What follows belongs to an exercise in optimizing a design on an open flow for small area, a short achievable clock period and few clock cycles per item; a production flow would make more cautious choices. Function was checked by simulation only, so behaviour that the tests miss may differ from the original. Power is estimated from default activity; no workload was simulated.

== rev 12 ==
==> flow/design.v <==
package fp_sincos_pkg;
	typedef logic [31:0] fp32_t;
	typedef logic signed [31:0] fix_t;
	localparam fp32_t QNAN = 32'h7FC0_0000;
	localparam int CORDIC_ITER = 30;
	localparam fix_t CORDIC_X0 = 32'sd652032874;
	localparam logic [31:0] PI_FIX = 32'd3373259426;
	localparam fix_t HALF_PI_FIX = 32'sd1686629713;
	localparam logic [31:0] ATAN0 = 32'd843314857;
	localparam logic [31:0] ATAN1 = 32'd497837829;
endpackage
module fp_sincos (
	input  logic                 clk,
	input  logic                 rst,
	input  logic                 ld_i,
	input  fp_sincos_pkg::fp32_t a_i,
	output fp_sincos_pkg::fp32_t sin_o,
	output fp_sincos_pkg::fp32_t cos_o,
	output logic                 done_o,
	output logic                 busy_o
);
	logic s_prep, s_run, s_pk0, s_pk1, s_pk2;
	logic busy_r, done_r;
	logic [4:0] cnt;
	logic signed [31:0] x_r, y_r, z_r;
	logic sgn_r, half_r, inv_r, r1_r;
	logic [7:0]  a_exp;
	logic [22:0] a_frac;
	logic        a_e128, a_e127, a_inr, a_bad, a_gt, a_half, a_r1;
	logic [31:0] x_cap;
	logic [4:0]  cnt_cap;
	always_comb begin
		a_exp  = a_i[30:23];
		a_frac = a_i[22:0];
		a_e128 = (a_exp == 8'd128);
		a_e127 = (a_exp == 8'd127);
		a_inr  = (a_exp[7:5] == 3'b011);
		a_bad  = a_exp[7] & (|a_exp[6:0]);
		a_gt   = (a_frac > 23'h490FDA);
		a_half = a_e128 | (a_e127 & a_gt);
		a_r1   = a_half ? (a_i[30:0] < 31'h4016CBE4) : (a_i[30:0] >= 31'h3F490FDB);
		if (a_e128)
			x_cap = {1'b1, a_frac, 8'd0};
		else if (a_inr)
			x_cap = {2'b01, a_frac, 7'd0};
		else
			x_cap = '0;
		cnt_cap = a_exp[7] ? 5'd0 : ~a_exp[4:0];
	end
	logic        rot_pos;
	logic [31:0] xa_op, ya_op;
	logic        x_sub, y_sub;
	assign rot_pos = ~z_r[31];
	always_comb begin
		xa_op = s_pk0 ? 32'd0 : x_r;
		x_sub = s_pk0 ? y_r[31] : rot_pos;
		if (s_prep) begin
			case ({half_r, r1_r})
				2'b00: ya_op = 32'd0 - fp_sincos_pkg::ATAN0 + fp_sincos_pkg::ATAN1;
				2'b01: ya_op = 32'd0 - fp_sincos_pkg::ATAN0 - fp_sincos_pkg::ATAN1;
				2'b10: ya_op = fp_sincos_pkg::PI_FIX - fp_sincos_pkg::ATAN0 + fp_sincos_pkg::ATAN1;
				default: ya_op = fp_sincos_pkg::PI_FIX - fp_sincos_pkg::ATAN0 - fp_sincos_pkg::ATAN1;
			endcase
			y_sub = half_r;
		end else if (s_pk0) begin
			ya_op = 32'd0;
			y_sub = x_r[31];
		end else begin
			ya_op = y_r;
			y_sub = ~rot_pos & s_run;
		end
	end
	logic [31:0] atan_v;
	always_comb begin
		case (cnt)
			5'd0: atan_v = 32'd843314857;
			5'd1: atan_v = 32'd497837829;
			5'd2: atan_v = 32'd263043837;
			5'd3: atan_v = 32'd133525159;
			5'd4: atan_v = 32'd67021687;
			5'd5: atan_v = 32'd33543516;
			5'd6: atan_v = 32'd16775851;
			5'd7: atan_v = 32'd8388437;
			5'd8: atan_v = 32'd4194283;
			5'd9: atan_v = 32'd2097149;
			5'd10: atan_v = 32'd1048576;
			5'd11: atan_v = 32'd524288;
			5'd12: atan_v = 32'd262144;
			5'd13: atan_v = 32'd131072;
			5'd14: atan_v = 32'd65536;
			5'd15: atan_v = 32'd32768;
			5'd16: atan_v = 32'd16384;
			5'd17: atan_v = 32'd8192;
			5'd18: atan_v = 32'd4096;
			5'd19: atan_v = 32'd2048;
			5'd20: atan_v = 32'd1024;
			5'd21: atan_v = 32'd512;
			5'd22: atan_v = 32'd256;
			5'd23: atan_v = 32'd128;
			5'd24: atan_v = 32'd64;
			5'd25: atan_v = 32'd32;
			5'd26: atan_v = 32'd16;
			5'd27: atan_v = 32'd8;
			5'd28: atan_v = 32'd4;
			5'd29: atan_v = 32'd2;
			default: atan_v = 32'd0;
		endcase
	end
	logic signed [31:0] x_m, y_m, x_sh, y_sh;
	assign y_m  = y_r ^ {32{x_sub}};
	assign x_m  = x_r ^ {32{y_sub}};
	assign y_sh = y_m >>> cnt;
	assign x_sh = x_m >>> cnt;
	logic [32:0] x_sum, y_sum, z_sum;
	logic [31:0] x_add, y_add, z_add;
	assign x_sum = {xa_op, x_sub} + {y_sh, x_sub};
	assign y_sum = {ya_op, y_sub} + {x_sh, y_sub};
	logic [31:0] z_op;
	assign z_op  = atan_v & {32{~s_pk2}};
	assign z_sum = {z_r, rot_pos} + {z_op ^ {32{rot_pos}}, rot_pos};
	assign x_add = x_sum[32:1];
	assign y_add = y_sum[32:1];
	assign z_add = z_sum[32:1];
	logic [31:0] x_add_rev, y_rev;
	always_comb begin
		x_add_rev[31] = 1'b0;
		y_rev[31]     = 1'b0;
		for (int i = 0; i < 31; i++) begin
			x_add_rev[i] = x_add[30 - i];
			y_rev[i]     = y_r[30 - i];
		end
	end
	logic [31:0] lz_w;
	logic [4:0]  lz_raw;
	logic        lz_pow2;
	logic [4:0]  lz_y;
	always_comb begin
		lz_w   = y_r ^ {32{y_r[31]}};
		lz_raw = 5'd31;
		for (int i = 0; i < 31; i++)
			if (lz_w[i])
				lz_raw = 5'(30 - i);
		lz_pow2 = y_r[31] & ~(|(lz_w[31:1] & ~lz_w[30:0]));
		lz_y    = lz_raw - 5'(lz_pow2);
	end
	logic [22:0] pk_frac;
	logic [4:0]  pk_p;
	logic        pk_sign;
	logic        pk_up;
	logic [30:0] pk_sum;
	logic [31:0] pk_out;
	always_comb begin
		for (int t = 0; t < 23; t++)
			pk_frac[t] = x_sh[23 - t];
		pk_p    = ~cnt;
		pk_sign = s_pk1 ? sgn_r : half_r;
		pk_up   = x_sh[24] & ((|x_sh[30:25]) | pk_frac[0]);
		pk_sum  = {3'b011, pk_p, pk_frac} + 31'(pk_up);
		if (inv_r)
			pk_out = fp_sincos_pkg::QNAN;
		else if (pk_p == 5'd0)
			pk_out = {pk_sign, 31'd0};
		else
			pk_out = {pk_sign, pk_sum};
	end
	logic go;
	assign go = ld_i & ~busy_r;
	always_ff @(posedge clk) begin
		if (rst) begin
			s_prep <= 1'b0;
			s_run  <= 1'b0;
			s_pk0  <= 1'b0;
			s_pk1  <= 1'b0;
			s_pk2  <= 1'b0;
			busy_r <= 1'b0;
			done_r <= 1'b0;
		end else begin
			s_prep <= go;
			s_run  <= s_prep | (s_run & (cnt != 5'd29));
			s_pk0  <= s_run & (cnt == 5'd29);
			s_pk1  <= s_pk0;
			s_pk2  <= s_pk1;
			done_r <= s_pk2;
			busy_r <= go | (busy_r & ~s_pk2);
		end
	end
	always_ff @(posedge clk) begin
		if (!busy_r) begin
			sgn_r  <= a_i[31];
			inv_r  <= a_bad | (a_e128 & a_gt);
			half_r <= a_half;
			r1_r   <= a_r1;
		end else if (s_pk0) begin
			sgn_r  <= sgn_r ^ y_r[31];
			half_r <= half_r ^ x_r[31];
		end
	end
	always_ff @(posedge clk) begin
		if (!busy_r)
			cnt <= cnt_cap;
		else if (s_prep)
			cnt <= 5'd2;
		else if (s_run)
			cnt <= (cnt == 5'd29) ? 5'd0 : cnt + 5'd1;
		else if (s_pk0 | s_pk1)
			cnt <= lz_y;
		else
			cnt <= 5'd31;
	end
	always_ff @(posedge clk) begin
		if (!busy_r)
			x_r <= x_cap;
		else if (s_prep)
			x_r <= r1_r ? 32'd326016437 : 32'd978049311;
		else if (s_pk0)
			x_r <= x_add_rev;
		else if (s_pk1)
			x_r <= y_rev;
		else if (s_pk2)
			x_r <= pk_out;
		else
			x_r <= x_add;
	end
	always_ff @(posedge clk) begin
		if (s_prep)
			y_r <= r1_r ? 32'd978049311 : 32'd326016437;
		else
			y_r <= y_add;
	end
	always_ff @(posedge clk) begin
		if (s_prep)
			z_r <= y_add;
		else if (s_pk1)
			z_r <= pk_out;
		else
			z_r <= z_add;
	end
	assign cos_o  = x_r;
	assign sin_o  = z_r;
	assign done_o = done_r;
	assign busy_o = busy_r;
endmodule
export LEC_CHECK = 0
export CAP_MARGIN = 20
export CORE_MARGIN = 2
export CORE_UTILIZATION = 40
export SETUP_SLACK_MARGIN = 4
export SLEW_MARGIN = 20
create_clock -name core_clock -period 8.5 [get_ports {clk}]
run.sh (not shown) runs the stock make flow with config.mk's settings and CLKGATE_MAP_FILE= SYNTH_SCRIPT=/design/flow/synth_recipe.tcl, a recipe that flattens the netlist after the stock synthesis.
Testbench counts of rev 12, summed over its fixed seeds: cycles 16,896, items 512.
--- input diff rev 12..rev 13 ---
--- a/flow/design.v
+++ b/flow/design.v
@@ -5,11 +5,10 @@
 	localparam int CORDIC_ITER = 30;
 	localparam fix_t CORDIC_X0 = 32'sd652032874;
 	localparam logic [31:0] PI_FIX = 32'd3373259426;
 	localparam fix_t HALF_PI_FIX = 32'sd1686629713;
 	localparam logic [31:0] ATAN0 = 32'd843314857;
-	localparam logic [31:0] ATAN1 = 32'd497837829;
 endpackage
 module fp_sincos (
 	input  logic                 clk,
 	input  logic                 rst,
 	input  logic                 ld_i,
@@ -21,26 +20,24 @@
 );
 	logic s_prep, s_run, s_pk0, s_pk1, s_pk2;
 	logic busy_r, done_r;
 	logic [4:0] cnt;
 	logic signed [31:0] x_r, y_r, z_r;
-	logic sgn_r, half_r, inv_r, r1_r;
+	logic sgn_r, half_r, inv_r;
 	logic [7:0]  a_exp;
 	logic [22:0] a_frac;
-	logic        a_e128, a_e127, a_inr, a_bad, a_gt, a_half, a_r1;
+	logic        a_e128, a_e127, a_inr, a_bad, a_gt;
 	logic [31:0] x_cap;
 	logic [4:0]  cnt_cap;
 	always_comb begin
 		a_exp  = a_i[30:23];
 		a_frac = a_i[22:0];
 		a_e128 = (a_exp == 8'd128);
 		a_e127 = (a_exp == 8'd127);
 		a_inr  = (a_exp[7:5] == 3'b011);
 		a_bad  = a_exp[7] & (|a_exp[6:0]);
 		a_gt   = (a_frac > 23'h490FDA);
-		a_half = a_e128 | (a_e127 & a_gt);
-		a_r1   = a_half ? (a_i[30:0] < 31'h4016CBE4) : (a_i[30:0] >= 31'h3F490FDB);
 		if (a_e128)
 			x_cap = {1'b1, a_frac, 8'd0};
 		else if (a_inr)
 			x_cap = {2'b01, a_frac, 7'd0};
 		else
@@ -53,16 +50,12 @@
 	assign rot_pos = ~z_r[31];
 	always_comb begin
 		xa_op = s_pk0 ? 32'd0 : x_r;
 		x_sub = s_pk0 ? y_r[31] : rot_pos;
 		if (s_prep) begin
-			case ({half_r, r1_r})
-				2'b00: ya_op = 32'd0 - fp_sincos_pkg::ATAN0 + fp_sincos_pkg::ATAN1;
-				2'b01: ya_op = 32'd0 - fp_sincos_pkg::ATAN0 - fp_sincos_pkg::ATAN1;
-				2'b10: ya_op = fp_sincos_pkg::PI_FIX - fp_sincos_pkg::ATAN0 + fp_sincos_pkg::ATAN1;
-				default: ya_op = fp_sincos_pkg::PI_FIX - fp_sincos_pkg::ATAN0 - fp_sincos_pkg::ATAN1;
-			endcase
+			ya_op = half_r ? (fp_sincos_pkg::PI_FIX - fp_sincos_pkg::ATAN0)
+			               : (32'd0 - fp_sincos_pkg::ATAN0);
 			y_sub = half_r;
 		end else if (s_pk0) begin
 			ya_op = 32'd0;
 			y_sub = x_r[31];
 		end else begin
@@ -186,22 +179,21 @@
 	end
 	always_ff @(posedge clk) begin
 		if (!busy_r) begin
 			sgn_r  <= a_i[31];
 			inv_r  <= a_bad | (a_e128 & a_gt);
-			half_r <= a_half;
-			r1_r   <= a_r1;
+			half_r <= a_e128 | (a_e127 & a_gt);
 		end else if (s_pk0) begin
 			sgn_r  <= sgn_r ^ y_r[31];
 			half_r <= half_r ^ x_r[31];
 		end
 	end
 	always_ff @(posedge clk) begin
 		if (!busy_r)
 			cnt <= cnt_cap;
 		else if (s_prep)
-			cnt <= 5'd2;
+			cnt <= 5'd1;
 		else if (s_run)
 			cnt <= (cnt == 5'd29) ? 5'd0 : cnt + 5'd1;
 		else if (s_pk0 | s_pk1)
 			cnt <= lz_y;
 		else
@@ -209,11 +201,11 @@
 	end
 	always_ff @(posedge clk) begin
 		if (!busy_r)
 			x_r <= x_cap;
 		else if (s_prep)
-			x_r <= r1_r ? 32'd326016437 : 32'd978049311;
+			x_r <= fp_sincos_pkg::CORDIC_X0;
 		else if (s_pk0)
 			x_r <= x_add_rev;
 		else if (s_pk1)
 			x_r <= y_rev;
 		else if (s_pk2)
@@ -221,11 +213,11 @@
 		else
 			x_r <= x_add;
 	end
 	always_ff @(posedge clk) begin
 		if (s_prep)
-			y_r <= r1_r ? 32'd978049311 : 32'd326016437;
+			y_r <= fp_sincos_pkg::CORDIC_X0;
 		else
 			y_r <= y_add;
 	end
 	always_ff @(posedge clk) begin
 		if (s_prep)
## What came out
Vertical die dimension: rev 12 vs rev 13, no meaningful difference. Post-route non-filler standard cell count: rev 12 and rev 13 compared, higher one is rev 13. Number of vias per cell | rev 13 above rev 12. Going from rev 12 to rev 13, pre-CTS setup slack shrinks by 0.081 ns. Run comparison: rev 13 uppermost signal routing layer after detailed routing met4; rev 12 uppermost signal routing layer after detailed routing met5. From rev 12 to rev 13 the numbers moved as follows: final setup slack of the worst path up 0.20 ns; worst hold slack across all endpoints went up 0.011 ns. Between rev 13 and rev 12, it is rev 13 whose post-route fraction of the period consumed by the critical path is lower, by 2.4 points. Of rev 12 and rev 13, the run reporting the lower count of cells resized by post-cts repair was rev 12. Rev 13 vs. rev 12: overall power consumption went up by 880 uW; achievable frequency went up by about 4%; wire length reported by the detailed router went down by 1000 um.
Testbench counts of rev 13, summed over its fixed seeds: cycles 17,408, items 512.

==> afterwards: timing with drivers on the ports <==
How much do the figures lean on ideal ports? The routed layouts below were timed once more, with nothing changed but the port constraints.
Step 1 assumes that a clkbuf_16 drives the clock port and a buf_2 every other input.
Step 2 also shifts input and output timing later by t, the mid clock arrival at the registers, as if the neighbouring blocks saw the same clock.
Three values: ideal, step 1, step 2; two values: the first two.
run	t, ns	setup WS [ns]	hold slack, ns	worst register clock-pin slew, ns	worst data-port slew with drivers (ns)
rev 12	0.516	3.412 / 3.412 / 3.412	0.604 / 0.604 / 0.604	0.08 / 0.08	0.04
rev 13	0.526	3.614 / 3.614 / 3.614	0.615 / 0.615 / 0.615	0.08 / 0.08	0.04
After both steps setup and hold are still met in every run listed.
